From an optimization exercise on the open Yosys and OpenROAD flow, aimed at small area, a short achievable clock period and few clock cycles per item; shortcuts taken in it are not production practice.
The RTL was checked by simulation tests, not by an equivalence proof against the original design.
No activity file was given, so power comes from the tool's default toggle rates.

==> flow/design.v, too long to show whole: its modules and the start of the top module <==
// module msp_front: 17 lines
// module msp_mul_t: 1735 lines
// module msp_mul_i: 625 lines
// module motor_speed_pid: 210 lines
module motor_speed_pid (
  input  logic                                  clk,
  input  logic                                  rst_n,
  input  logic                                  in_valid,
  output logic                                  in_stall,
  input  logic signed [msp_pkg::SPEED_BITS-1:0] in_speed_command,
  input  logic [msp_pkg::SPEED_BITS-1:0]        in_measured_speed,
  input  logic                                  in_restart,
  output logic                                  out_valid,
  input  logic                                  out_stall,
  output logic                                  out_direction,
  output logic [msp_pkg::DUTY_W-1:0]            out_duty,
  input  logic                                  psel,
  input  logic                                  penable,
  input  logic                                  pwrite,
  input  logic [3:0]                            paddr,
  input  logic [31:0]                           pwdata,
  output logic [31:0]                           prdata,
  output logic                                  pready
);
  // ...
==> flow/flow/run.sh <==
#!/bin/bash
# Layout: the standard flow (standard.sh, unchanged synthesis and steps), with plain
# sky130_fd_sc_hd__buf_2 cells as the input and output port buffers in place of the cell
# buffer_ports picks by default. Every port still gets its own buffer.
set -euo pipefail
export BUFFER_PORTS_ARGS="-buffer_cell sky130_fd_sc_hd__buf_2"
bash standard.sh > standard_flow.log 2>&1
==> flow/standard.sh <==
#!/bin/bash
# synth_recipe.tcl (not shown) runs the flow's synth.tcl, then flattens the netlist and writes it again
# the make line also repeats each setting of config.mk as NAME=value (left out here)
make -C /OpenROAD-flow-scripts/flow DESIGN_CONFIG=/design/flow/config.mk WORK_HOME=/design/flow/orfs CLKGATE_MAP_FILE= SYNTH_SCRIPT=/design/flow/synth_recipe.tcl "${@:-finish}"
==> flow/config.mk <==
export PLATFORM = sky130hd
export DESIGN_NAME = motor_speed_pid
export DESIGN_NICKNAME = motor_speed_pid
export VERILOG_FILES = /design/flow/design.v
export SDC_FILE = /design/flow/constraint.sdc
export NUM_CORES = 4
export LEC_CHECK = 0
export ABC_AREA = 1
export CAP_MARGIN = 20
export CORE_MARGIN = 2
export CORE_UTILIZATION = 70
export CTS_BUF_LIST = sky130_fd_sc_hd__clkbuf_8
export CTS_CLUSTER_DIAMETER = 60
export CTS_CLUSTER_SIZE = 15
export SETUP_SLACK_MARGIN = 4.5
export SLEW_MARGIN = 20
export TNS_END_PERCENT = 0
==> flow/constraint.sdc <==
create_clock -name core_clock -period 9.0 [get_ports {clk}]
set_input_delay 1.8000 -clock core_clock [delete_from_list [all_inputs] [get_ports {clk}]]
set_output_delay 1.8000 -clock core_clock [all_outputs]
set_load 0.01 [all_outputs]
==> summary.txt, run 1 <==
Commonest cells in the synthesized netlist - inv_1 (558), nand2_1 (535), xor2_1 (434)
Multi-input gates - 2607
Crit path arrival time - 5210 ps
Commonest non-fill, non-tap cells in the layout - inv_1 (553), nand2_1 (515), xor2_1 (433)
Metal-1 WL - 32.46 mm
Total Die Area - 41950 um^2
Post-route ant nets - 0
DP Area - 28810 um^2
Most common cell after layout, fill and taps aside - inv_1
Final Core Density - 75.70%
Unrepaired setup endpoints after global routing - true
Status - finished clean
Slew headroom - 30.55%
GR Layer Usage met1 - 52.93%
Worst slack, placed - 3107 ps
Synth Area in Simple Gates - 13.55%
Cell class ranked first by area - multi-input combinational cells
Synth Area in Adders - 27.06%
Final worst slack - 4255 ps
CTS tree - built
Post-Syn Area - 28230 um^2
Crit path largest cell delay - 780 ps
Post-synth EDFFs - 27
Multi-input combinational area share - 67.99%
Syn Nets - 4147
F_max - 210.7 MHz
Initial antenna violation count - 5
Testbench counts, summed over its fixed seeds: cycles 16,024, items 16,000.
==> module motor_speed_pid, before the edit <==
module motor_speed_pid (
  input  logic                                  clk,
  input  logic                                  rst_n,
  input  logic                                  in_valid,
  output logic                                  in_stall,
  input  logic signed [msp_pkg::SPEED_BITS-1:0] in_speed_command,
  input  logic [msp_pkg::SPEED_BITS-1:0]        in_measured_speed,
  input  logic                                  in_restart,
  output logic                                  out_valid,
  input  logic                                  out_stall,
  output logic                                  out_direction,
  output logic [msp_pkg::DUTY_W-1:0]            out_duty,
  input  logic                                  psel,
  input  logic                                  penable,
  input  logic                                  pwrite,
  input  logic [3:0]                            paddr,
  input  logic [31:0]                           pwdata,
  output logic [31:0]                           prdata,
  output logic                                  pready
);
  logic [15:0] kp_r, ki_r, kd_r;
  logic        cfg_wr;
  logic        cfg_clear;
  logic [1:0]  cfg_idx;
  logic [15:0] rd_gain;
  assign pready    = 1'b1;
  assign cfg_wr    = psel && penable && pwrite;
  assign cfg_idx   = paddr[3:2];
  assign cfg_clear = cfg_wr && (cfg_idx != 2'd3);
  always_ff @(posedge clk) begin
    if (!rst_n) begin
      kp_r <= '0;
      ki_r <= '0;
      kd_r <= '0;
    end else if (cfg_wr) begin
      case (cfg_idx)
        2'd0:    kp_r <= pwdata[15:0];
        2'd1:    ki_r <= pwdata[15:0];
        2'd2:    kd_r <= pwdata[15:0];
        default: ;
      endcase
    end
  end
  always_comb begin
    case (cfg_idx)
      2'd0:    rd_gain = kp_r;
      2'd1:    rd_gain = ki_r;
      2'd2:    rd_gain = kd_r;
      default: rd_gain = '0;
    endcase
    prdata = {{16{rd_gain[15]}}, rd_gain};
  end
  logic       take;        
  logic       xfer;        
  logic       v1_r, v2_r;
  logic [1:0] count_r;
  assign in_stall = (count_r == 2'd3) && !xfer;
  assign take     = in_valid && !in_stall;
  always_ff @(posedge clk) begin
    if (!rst_n) begin
      v1_r    <= 1'b0;
      v2_r    <= 1'b0;
      count_r <= '0;
    end else begin
      v1_r    <= take;
      v2_r    <= v1_r;
      count_r <= count_r + 2'(take) - 2'(xfer);
    end
  end
  logic [15:0] prev_speed_r;
  logic [16:0] err_in, nds_in;
  logic [16:0] err1_r, nds1_r;
  logic        dir1_r, rs1_r;
  msp_front u_front (
    .speed_command  (in_speed_command),
    .measured_speed (in_measured_speed),
    .prev_speed     (prev_speed_r),
    .error          (err_in),
    .nspeed_change  (nds_in)
  );
  always_ff @(posedge clk) begin
    if (!rst_n || cfg_clear) begin
      prev_speed_r <= '0;
    end else if (take) begin
      prev_speed_r <= in_restart ? '0 : in_measured_speed;
    end
  end
  always_ff @(posedge clk) begin
    begin
      err1_r <= err_in;
      nds1_r <= nds_in;
      dir1_r <= ~in_speed_command[15];
      rs1_r  <= in_restart;
    end
  end
  logic [33:0] t_a, t_b;
  logic [16:0] i_lo;
  logic [2:0]  i_p17;
  logic        i_big, i_sgn;
  logic [33:0] ta2_r, tb2_r;
  logic [16:0] pl2_r;
  logic [2:0]  p17_2_r;
  logic        big2_r, sgn2_r;
  logic        dir2_r, rs2_r;
  msp_mul_t u_mul_t (
    .e  (err1_r),
    .nd (nds1_r),
    .kp (kp_r),
    .kd (kd_r),
    .ta (t_a),
    .tb (t_b)
  );
  msp_mul_i u_mul_i (
    .e  (err1_r),
    .ki  (ki_r),
    .pl  (i_lo),
    .pt  (i_p17),
    .big (i_big),
    .sgn (i_sgn)
  );
  always_ff @(posedge clk) begin
    begin
      ta2_r  <= t_a;
      tb2_r  <= t_b;
      pl2_r  <= i_lo;
      p17_2_r <= i_p17;
      big2_r <= i_big;
      sgn2_r <= i_sgn;
      dir2_r <= dir1_r;
      rs2_r  <= rs1_r;
    end
  end
  logic [15:0] integ_r;
  logic        fits;
  logic [17:0] isum;
  logic        lo_cl, hi_cl;
  logic [15:0] integ_nxt;
  logic [33:0] t_sum;
  logic [16:0] acc_lo;
  logic        hi_neg, hi_m1, hi_zero;
  logic        acc_neg, acc_big;
  logic [7:0]  duty_nxt;
  always_comb begin
    fits  = !big2_r && ((^p17_2_r) == sgn2_r) && (pl2_r[16] == sgn2_r);
    isum  = {2'b00, integ_r} + {pl2_r[16], pl2_r[16:0]};
    lo_cl = fits ? isum[17] : sgn2_r;
    hi_cl = fits ? (!isum[17] && (isum[16] || (isum[15:8] == 8'hff && isum[7:0] != '0)))
                 : !sgn2_r;
    if (lo_cl) begin
      integ_nxt = '0;
    end else if (hi_cl) begin
      integ_nxt = msp_pkg::SUM_MAX;
    end else begin
      integ_nxt = isum[15:0];
    end
    t_sum   = ta2_r + tb2_r;
    hi_neg  = t_sum[33];
    hi_m1   = (t_sum[33:16] == '1);
    hi_zero = (t_sum[33:16] == '0);
    acc_lo  = {1'b0, t_sum[15:0]} + {1'b0, integ_nxt};
    acc_neg = hi_neg && !(hi_m1 && acc_lo[16]);
    acc_big = (!hi_neg && !hi_zero) || (hi_zero && acc_lo[16]);
    if (acc_neg) begin
      duty_nxt = '0;
    end else if (acc_big) begin
      duty_nxt = 8'hff;
    end else begin
      duty_nxt = acc_lo[15:8];
    end
  end
  always_ff @(posedge clk) begin
    if (!rst_n || cfg_clear) begin
      integ_r <= '0;
    end else if (v2_r) begin
      integ_r <= rs2_r ? '0 : integ_nxt;
    end
  end
  logic       res_dir;
  logic [7:0] res_duty;
  logic [2:0] q_v_r;
  logic       q_dir_r [3];
  logic [7:0] q_duty_r [3];
  logic [2:0] left;        
  assign res_dir  = rs2_r ? 1'b1 : dir2_r;
  assign res_duty = rs2_r ? 8'd0 : duty_nxt;
  assign xfer     = q_v_r[0] && !out_stall;
  assign left     = xfer ? {1'b0, q_v_r[2:1]} : q_v_r;
  always_ff @(posedge clk) begin
    if (!rst_n) begin
      q_v_r <= '0;
    end else begin
      q_v_r <= left | ({3{v2_r}} & ~left & {left[1:0], 1'b1});
    end
  end
  always_ff @(posedge clk) begin
    for (int i = 0; i < 2; i++) begin
      if (xfer || !q_v_r[i]) begin
        q_dir_r[i]  <= (xfer && q_v_r[i+1]) ? q_dir_r[i+1] : res_dir;
        q_duty_r[i] <= (xfer && q_v_r[i+1]) ? q_duty_r[i+1] : res_duty;
      end
    end
    if (xfer || !q_v_r[2]) begin
      q_dir_r[2]  <= res_dir;
      q_duty_r[2] <= res_duty;
    end
  end
  assign out_valid     = q_v_r[0];
  assign out_direction = q_dir_r[0];
  assign out_duty      = q_duty_r[0];
endmodule
==> inputs of run 2 (changes only) <==
--- a/flow/design.v
+++ b/flow/design.v
@@ -29,17 +29,18 @@
 `timescale 1ns / 1ps
 `timescale 1ns / 1ps
 module msp_mul_t (
   input  logic [16:0] e,
   input  logic [16:0] nd,
   input  logic [15:0] kp,
   input  logic [15:0] kd,
   output logic [33:0] ta,
-  output logic [33:0] tb
+  output logic [33:0] tb,
+  output logic [33:0] tc
 );
   logic t0;
   logic t1;
   logic t2;
   logic t3;
   logic t4;
   logic t5;
   logic t6;
@@ -829,80 +830,16 @@
   logic t790;
   logic t791;
   logic t792;
   logic t793;
   logic t794;
   logic t795;
   logic t796;
   logic t797;
-  logic t798;
-  logic t799;
-  logic t800;
-  logic t801;
-  logic t802;
-  logic t803;
-  logic t804;
-  logic t805;
-  logic t806;
-  logic t807;
-  logic t808;
-  logic t809;
-  logic t810;
-  logic t811;
-  logic t812;
-  logic t813;
-  logic t814;
-  logic t815;
-  logic t816;
-  logic t817;
-  logic t818;
-  logic t819;
-  logic t820;
-  logic t821;
-  logic t822;
-  logic t823;
-  logic t824;
-  logic t825;
-  logic t826;
-  logic t827;
-  logic t828;
-  logic t829;
-  logic t830;
-  logic t831;
-  logic t832;
-  logic t833;
-  logic t834;
-  logic t835;
-  logic t836;
-  logic t837;
-  logic t838;
-  logic t839;
-  logic t840;
-  logic t841;
-  logic t842;
-  logic t843;
-  logic t844;
-  logic t845;
-  logic t846;
-  logic t847;
-  logic t848;
-  logic t849;
-  logic t850;
-  logic t851;
-  logic t852;
-  logic t853;
-  logic t854;
-  logic t855;
-  logic t856;
-  logic t857;
-  logic t858;
-  logic t859;
-  logic t860;
-  logic t861;
   assign t0 = kp[0] ^ 1'b0;
   assign t1 = (kp[1] & ~kp[0] & ~1'b0) | (~kp[1] & kp[0] & 1'b0);
   assign t2 = (t0 & e[0]) ^ kp[1];
   assign t3 = ((t0 & e[1]) | (t1 & e[0])) ^ kp[1];
   assign t4 = ((t0 & e[2]) | (t1 & e[1])) ^ kp[1];
   assign t5 = ((t0 & e[3]) | (t1 & e[2])) ^ kp[1];
   assign t6 = ((t0 & e[4]) | (t1 & e[3])) ^ kp[1];
   assign t7 = ((t0 & e[5]) | (t1 & e[4])) ^ kp[1];
@@ -1691,82 +1628,19 @@
   assign t790 = t725 ^ t727 ^ t728;
   assign t791 = (t725 & t727) | (t728 & (t725 ^ t727));
   assign t792 = t729 ^ t731 ^ t732;
   assign t793 = (t729 & t731) | (t732 & (t729 ^ t731));
   assign t794 = t158 ^ t318 ^ t733;
   assign t795 = (t158 & t318) | (t733 & (t158 ^ t318));
   assign t796 = ~t159 ^ ~t319;
   assign t797 = ~t159 & ~t319;
-  assign t798 = t162 ^ kd[1];
-  assign t799 = t162 & kd[1];
-  assign t800 = t3 ^ t163 ^ t737;
-  assign t801 = (t3 & t163) | (t737 & (t3 ^ t163));
-  assign t802 = kd[3] ^ t628 ^ t738;
-  assign t803 = (kd[3] & t628) | (t738 & (kd[3] ^ t628));
-  assign t804 = t630 ^ t739 ^ t740;
-  assign t805 = (t630 & t739) | (t740 & (t630 ^ t739));
-  assign t806 = t634 ^ t741 ^ t742;
-  assign t807 = (t634 & t741) | (t742 & (t634 ^ t741));
-  assign t808 = t638 ^ t743 ^ t744;
-  assign t809 = (t638 & t743) | (t744 & (t638 ^ t743));
-  assign t810 = t642 ^ t745 ^ t746;
-  assign t811 = (t642 & t745) | (t746 & (t642 ^ t745));
-  assign t812 = t646 ^ t747 ^ t748;
-  assign t813 = (t646 & t747) | (t748 & (t646 ^ t747));
-  assign t814 = t650 ^ t749 ^ t750;
-  assign t815 = (t650 & t749) | (t750 & (t650 ^ t749));
-  assign t816 = t654 ^ t751 ^ t752;
-  assign t817 = (t654 & t751) | (t752 & (t654 ^ t751));
-  assign t818 = t658 ^ t753 ^ t754;
-  assign t819 = (t658 & t753) | (t754 & (t658 ^ t753));
-  assign t820 = t662 ^ t755 ^ t756;
-  assign t821 = (t662 & t755) | (t756 & (t662 ^ t755));
-  assign t822 = t666 ^ t757 ^ t758;
-  assign t823 = (t666 & t757) | (t758 & (t666 ^ t757));
-  assign t824 = t670 ^ t759 ^ t760;
-  assign t825 = (t670 & t759) | (t760 & (t670 ^ t759));
-  assign t826 = t674 ^ t761 ^ t762;
-  assign t827 = (t674 & t761) | (t762 & (t674 ^ t761));
-  assign t828 = t678 ^ t763 ^ t764;
-  assign t829 = (t678 & t763) | (t764 & (t678 ^ t763));
-  assign t830 = t682 ^ t765 ^ t766;
-  assign t831 = (t682 & t765) | (t766 & (t682 ^ t765));
-  assign t832 = t686 ^ t767 ^ t768;
-  assign t833 = (t686 & t767) | (t768 & (t686 ^ t767));
-  assign t834 = t690 ^ t769 ^ t770;
-  assign t835 = (t690 & t769) | (t770 & (t690 ^ t769));
-  assign t836 = t694 ^ t771 ^ t772;
-  assign t837 = (t694 & t771) | (t772 & (t694 ^ t771));
-  assign t838 = t698 ^ t773 ^ t774;
-  assign t839 = (t698 & t773) | (t774 & (t698 ^ t773));
-  assign t840 = t702 ^ t775 ^ t776;
-  assign t841 = (t702 & t775) | (t776 & (t702 ^ t775));
-  assign t842 = t706 ^ t777 ^ t778;
-  assign t843 = (t706 & t777) | (t778 & (t706 ^ t777));
-  assign t844 = t710 ^ t779 ^ t780;
-  assign t845 = (t710 & t779) | (t780 & (t710 ^ t779));
-  assign t846 = t714 ^ t781 ^ t782;
-  assign t847 = (t714 & t781) | (t782 & (t714 ^ t781));
-  assign t848 = t718 ^ t783 ^ t784;
-  assign t849 = (t718 & t783) | (t784 & (t718 ^ t783));
-  assign t850 = t722 ^ t785 ^ t786;
-  assign t851 = (t722 & t785) | (t786 & (t722 ^ t785));
-  assign t852 = t726 ^ t787 ^ t788;
-  assign t853 = (t726 & t787) | (t788 & (t726 ^ t787));
-  assign t854 = t730 ^ t789 ^ t790;
-  assign t855 = (t730 & t789) | (t790 & (t730 ^ t789));
-  assign t856 = t734 ^ t791 ^ t792;
-  assign t857 = (t734 & t791) | (t792 & (t734 ^ t791));
-  assign t858 = t735 ^ t793 ^ t794;
-  assign t859 = (t735 & t793) | (t794 & (t735 ^ t793));
-  assign t860 = 1'b1 ^ t795 ^ t796;
-  assign t861 = (1'b1 & t795) | (t796 & (1'b1 ^ t795));
-  assign ta = {1'b1, t797, t859, t857, t855, t853, t851, t849, t847, t845, t843, t841, t839, t837, t835, t833, t831, t829, t827, t825, t823, t821, t819, t817, t815, t813, t811, t809, t807, t805, t803, t801, t799, t736};
-  assign tb = {1'b0, t861, t860, t858, t856, t854, t852, t850, t848, t846, t844, t842, t840, t838, t836, t834, t832, t830, t828, t826, t824, t822, t820, t818, t816, t814, t812, t810, t808, t806, t804, t802, t800, t798};
+  assign ta = {1'b1, t797, 1'b1, t735, t734, t730, t726, t722, t718, t714, t710, t706, t702, t698, t694, t690, t686, t682, t678, t674, t670, t666, t662, t658, t654, t650, t646, t642, t638, t634, t630, kd[3], t3, t162};
+  assign tb = {1'b0, 1'b0, t795, t793, t791, t789, t787, t785, t783, t781, t779, t777, t775, t773, t771, t769, t767, t765, t763, t761, t759, t757, t755, t753, t751, t749, t747, t745, t743, t741, t739, t628, t163, kd[1]};
+  assign tc = {1'b0, 1'b0, t796, t794, t792, t790, t788, t786, t784, t782, t780, t778, t776, t774, t772, t770, t768, t766, t764, t762, t760, t758, t756, t754, t752, t750, t748, t746, t744, t742, t740, t738, t737, t736};
 endmodule
 module msp_mul_i (
   input  logic [16:0] e,
   input  logic [15:0] ki,
   output logic [16:0] pl,
   output logic [2:0]  pt,
   output logic        big,
   output logic        sgn
@@ -2479,45 +2353,47 @@
   always_ff @(posedge clk) begin
     begin
       err1_r <= err_in;
       nds1_r <= nds_in;
       dir1_r <= ~in_speed_command[15];
       rs1_r  <= in_restart;
     end
   end
-  logic [33:0] t_a, t_b;
+  logic [33:0] t_a, t_b, t_c;
   logic [16:0] i_lo;
   logic [2:0]  i_p17;
   logic        i_big, i_sgn;
-  logic [33:0] ta2_r, tb2_r;
+  logic [33:0] ta2_r, tb2_r, tc2_r;
   logic [16:0] pl2_r;
   logic [2:0]  p17_2_r;
   logic        big2_r, sgn2_r;
   logic        dir2_r, rs2_r;
   msp_mul_t u_mul_t (
     .e  (err1_r),
     .nd (nds1_r),
     .kp (kp_r),
     .kd (kd_r),
     .ta (t_a),
-    .tb (t_b)
+    .tb (t_b),
+    .tc (t_c)
   );
   msp_mul_i u_mul_i (
     .e  (err1_r),
     .ki  (ki_r),
     .pl  (i_lo),
     .pt  (i_p17),
     .big (i_big),
     .sgn (i_sgn)
   );
   always_ff @(posedge clk) begin
     begin
       ta2_r  <= t_a;
       tb2_r  <= t_b;
+      tc2_r  <= t_c;
       pl2_r  <= i_lo;
       p17_2_r <= i_p17;
       big2_r <= i_big;
       sgn2_r <= i_sgn;
       dir2_r <= dir1_r;
       rs2_r  <= rs1_r;
     end
   end
@@ -2539,17 +2415,17 @@
                  : !sgn2_r;
     if (lo_cl) begin
       integ_nxt = '0;
     end else if (hi_cl) begin
       integ_nxt = msp_pkg::SUM_MAX;
     end else begin
       integ_nxt = isum[15:0];
     end
-    t_sum   = ta2_r + tb2_r;
+    t_sum   = ta2_r + tb2_r + tc2_r;
     hi_neg  = t_sum[33];
     hi_m1   = (t_sum[33:16] == '1);
     hi_zero = (t_sum[33:16] == '0);
     acc_lo  = {1'b0, t_sum[15:0]} + {1'b0, integ_nxt};
     acc_neg = hi_neg && !(hi_m1 && acc_lo[16]);
     acc_big = (!hi_neg && !hi_zero) || (hi_zero && acc_lo[16]);
     if (acc_neg) begin
       duty_nxt = '0;
==> run 2 against run 1 <==
Compared with the run above: still clean; final area increased by 2.5%; sequential power rose by about 10%; die area is 0.99% higher; final cell count decreased by 0.72%; maximum frequency grew 3.0%; wire length grew 2.5%; combinational power rose by 15%; register-to-register slack better by 180 ps.
==> summary.txt, run 2 <==
Status - finished clean (unchanged)
Commonest non-fill, non-tap cells in the layout - inv_1 (501), nand2_1 (489), xor2_1 (439) (was inv_1 (553), nand2_1 (515), xor2_1 (433))
Async SR Flop Fraction - 0% (unchanged)
Starting Density - 71.27% (was 71.04%)
# DRC - 0 (unchanged)
F_max - 217.0 MHz (was 210.7 MHz)
Final nets - 4118 (was 4151)
Final Hold Vio Count - 0 (unchanged)
DR vias/cell - 6.470 (was 6.387)
Post-synth EDFFs - 27 (unchanged)
Max-cap violations - 0 (unchanged)
Iteration count of the initial detailed-routing pass - 9 (was 6)
Setup violations, final - 0 (unchanged)
Syn Nets - 4096 (was 4147)
VDD IR max - 0.3166 mV (was 0.1862 mV)
Worst Max-Slew Pin Slew - 1068 ps (was 1038 ps)
Crit-path cells - buf_6 -> inv_6 -> nor2_4 -> buf_4 -> buf_6 -> nand2_1 -> o221ai_1 -> buf_2 (was clkinvlp_2 -> o22ai_1 -> xor2_1 -> fa_1 -> inv_1 -> fa_1 -> inv_1 -> fa_1 -> inv_1 -> fa_1 -> ha_1 -> a21oi_1 -> o221ai_1)
Lkg Pwr - 14.79 nW (was 14.27 nW)
Total Die Area - 42360 um^2 (was 41950 um^2)
Final setup TNS - 0 ps (unchanged)
Setup crit end kind - primary output (was register)
Crit Path Max Fanout - 7 (was 12)
Register bit total from synthesis - 270 (was 240)
Final Core Density - 77.03% (was 75.70%)
Average cell area after synthesis - 7.969 um^2 (was 7.780 um^2)
Total I/O pin count - 120 (unchanged)
Initial antenna violation count - 2 (was 5)
Hold bufs inserted after CTS - 0 (unchanged)
Top-count cell post-synth - inv_1 (unchanged)
Post-Syn Area - 28510 um^2 (was 28230 um^2)
Worst Clk Skew - 22.42 ps (was 25.93 ps)
Final GP Congestion - 0.9744 (was 1.000)
Unrepaired setup endpoints after global routing - true (unchanged)
CTS Buf Count - 26 (was 24)
Crit path arrival time - 2810 ps (was 5210 ps)
Final Cell Area - 30820 um^2 (was 30080 um^2)
Yosys top cell area share - 19.66% (was 19.79%)
Commonest cells in the synthesized netlist - inv_1 (513), nand2_1 (509), xor2_1 (440) (was inv_1 (558), nand2_1 (535), xor2_1 (434))
# fillers - 2785 (was 2982)
Clock-pin slew on the worst setup and hold paths - 100 ps (was 110 ps)
Syn Inst Count - 3578 (was 3628)
Area growth, synth to finish - 8.079% (was 6.551%)
# rows - 73 (unchanged)
Total grt overflow - 0 (unchanged)
Clock tree buffer depth - 3 (unchanged)
Pwr/cell area - 230.4 nW/um^2 (was 208.2 nW/um^2)
Largest net degree at the start of global routing - 53 (unchanged)
Drt wl/cell - 22.33 um (was 21.63 um)
Worst reg2reg setup slack - 4430 ps (was 4250 ps)
Critical-path top delay cell - buf_2 (was clkinvlp_2)
Minimum clock period after layout - 4608 ps (was 4745 ps)
Post-route ant nets - 0 (unchanged)
HP Class - reg -> reg (unchanged)
Top cells by area, synth - fa_1 (20%), dfxtp_1 (17%), xor2_1 (14%) (was fa_1 (20%), dfxtp_1 (15%), xor2_1 (13%))
Die height - 205.8 um (was 204.8 um)
DRT iter0 DRCs - 3391 (was 3560)
CTS tree - built (unchanged)
First-pass GRT wire length - 141.5 mm (was 138.2 mm)
Seq/Total Area, Yosys - 19.90% (was 17.98%)
Crit path largest cell delay - 220 ps (was 780 ps)
Setup crit start kind - input pin (was register)
Slew headroom - 28.52% (was 30.55%)
Biggest regs - ta2_r x32, tb2_r x32, tc2_r x32 (was ta2_r x33, tb2_r x33, q_duty_r x24)
Die width - 205.8 um (was 204.8 um)
Register area - 5710 um^2 (was 5126 um^2)
Crit share post-route - 51.20% (was 52.72%)
Post-DP HPWL - 67.69 mm (was 66.88 mm)
Worst endpoint required time - 7200 ps (was 9460 ps)
Most common cell after layout, fill and taps aside - inv_1 (unchanged)
Clock Latency Late Sink - 630 ps (was 620 ps)
Largest area contributor in the netlist - fa_1 (unchanged)
Sink Count - 270 (was 240)
Top_reg_cell synth - dfxtp_1 (unchanged)
Multi-input gate area - 20530 um^2 (was 20450 um^2)
Vias - 26797 (was 26648)
Global-route usage over all layers - 43.26% (was 42.58%)
Drt total wl - 92.49 mm (was 90.23 mm)
Root Driver - clkbuf_8 (unchanged)
YS warnings - 4 (unchanged)
Port Buffers - 100 (unchanged)
H-tree levels - 1 (unchanged)
Pins Over Slew Limit - 0 (unchanged)
Layout cells sized above 1 - 10.79% (was 9.243%)
DP Area - 29100 um^2 (was 28810 um^2)
Critical path class - in -> out (was reg -> reg)
Vias in the first global route - 26642 (was 25936)
Yosys cell types - 51 (was 53)
Most used cell, CP - buf_6 (was fa_1)
Core ar. - 40010 um^2 (was 39730 um^2)
==> run 2: cell count changes after synthesis, sizes merged, moves of 4 or more <==
cell / change
nand4: -5
nand3: -9
o21ai: +4
nor2: +9
inv: -41
dfxtp: +30
nand2: -33
o21bai: +8
nor3: -4
a21o: -4
xnor2: +4
a21oi: -5
xor2: +6
==> run 2: final timing paths <==
path	startpoint	end	depth (start not counted)
min	dir1_r$_DFF_P_	dir2_r$_DFF_P_	0
max reg2reg	kp_r[3]$_SDFFE_PN0P_	tc2_r[16]$_DFF_P_	12
max	paddr[3]	prdata[0]	8
min reg2reg	dir1_r$_DFF_P_	dir2_r$_DFF_P_	0
==> run 2: critical path: cells and delay by family <==
family,cells,cell delay [ps]
buffers and inverters,5,680
AO/OA/AOI/OAI,1,210
AND/OR/NAND/NOR,2,110
==> run 2: cells by family after synthesis <==
family | count (synthesis) | share of synthesized area (%)
multiplexers | 4 | 0.1404
buffers and inverters | 737 | 10.03
other | 1 | 0.01315
flip-flops | 270 | 19.90
XOR/XNOR | 481 | 14.77
AND/OR/NAND/NOR | 873 | 12.64
adder cells (fa/ha/maj) | 442 | 26.77
AO/OA/AOI/OAI | 770 | 15.73
==> run 2: where the power goes <==
part           internal, W  leakage [nW]  switching, W
combinational      0.00160          12.2       0.00303
sequential         0.00149          2.32      0.000156
clock             0.000366         0.298      0.000462
==> run 2: metal layers <==
layer	vias to the layer above	GRT usage [%]	share of wire, %
met5	-	0	0.025
met4	4	29.52	8.6
met3	599	9.709	11
met2	1969	70.96	46
met1	12506	50.64	34
li1	11719	-	-
==> run 2: final cells by class <==
| type | count | area share, % |
|---|---|---|
| tap | 525 | 2.132 |
| clock buffer | 29 | 1.295 |
| clock inverter | 15 | 0.5116 |
| timing repair inverter | 2 | 0.03248 |
| timing repair buffer | 183 | 4.068 |
| sequential | 270 | 18.53 |
| inverter | 545 | 6.801 |
| multi-input combinational | 2572 | 66.62 |
| antenna | 1 | 0.008120 |
==> run 2: stage by stage <==
step           hold slack (ps)  worst slack (ps)  power, W  instances
2_1_floorplan            309.6              4439  0.004660       3578
3_3_place_gp             315.8              3322  0.005655       4040
3_5_place_dp             339.0              3180  0.005845       4040
4_1_cts                  346.4              4444  0.006735       4109
5_1_grt                  353.2              4251  0.007597       4141
6_report                 340.9              4392  0.007100       4142
==> run 2: timing repair <==
| item | CTS | global route |
|---|---|---|
| gates resized for setup | 84 | 90 |
| pin swaps | 13 | 20 |
| endpoints found under the setup margin | 101 | 80 |
| gates cloned | 2 | 4 |
| setup buffers | 23 | 28 |
Testbench counts of run 2, summed over its fixed seeds: cycles 16,024, items 16,000.

## what the ideal ports hide
Ports are ideal in the flow. The routed layouts listed here were re-timed in OpenROAD. Step 1: set_driving_cell puts a clkbuf_16 on clk and a buf_2 on each other input, an assumption about the parent block. Step 2 moves the port delays by t, midway between the first and last clock arrival at a register: inputs arrive t later, outputs are due t later. That takes back most of the time a late clock gives input paths. Slacks: no drivers / after step 1 / after step 2; pairs: no drivers / after step 1.
run	t, ns	slack for setup (ns)	hold slack, ns	worst register clock-pin slew, ns	cell pins on the clock port's net
run 1	0.663	4.255 / 4.229 / 4.100	0.330 / 0.330 / 0.330	0.11 / 0.11	1
run 2	0.675	4.392 / 4.359 / 4.120	0.341 / 0.341 / 0.341	0.10 / 0.10	1
After both steps every run listed still meets setup and hold. For run 2, which loses most, drivers alone change the setup slack by -0.033 ns; drivers and shift together by -0.272 ns.
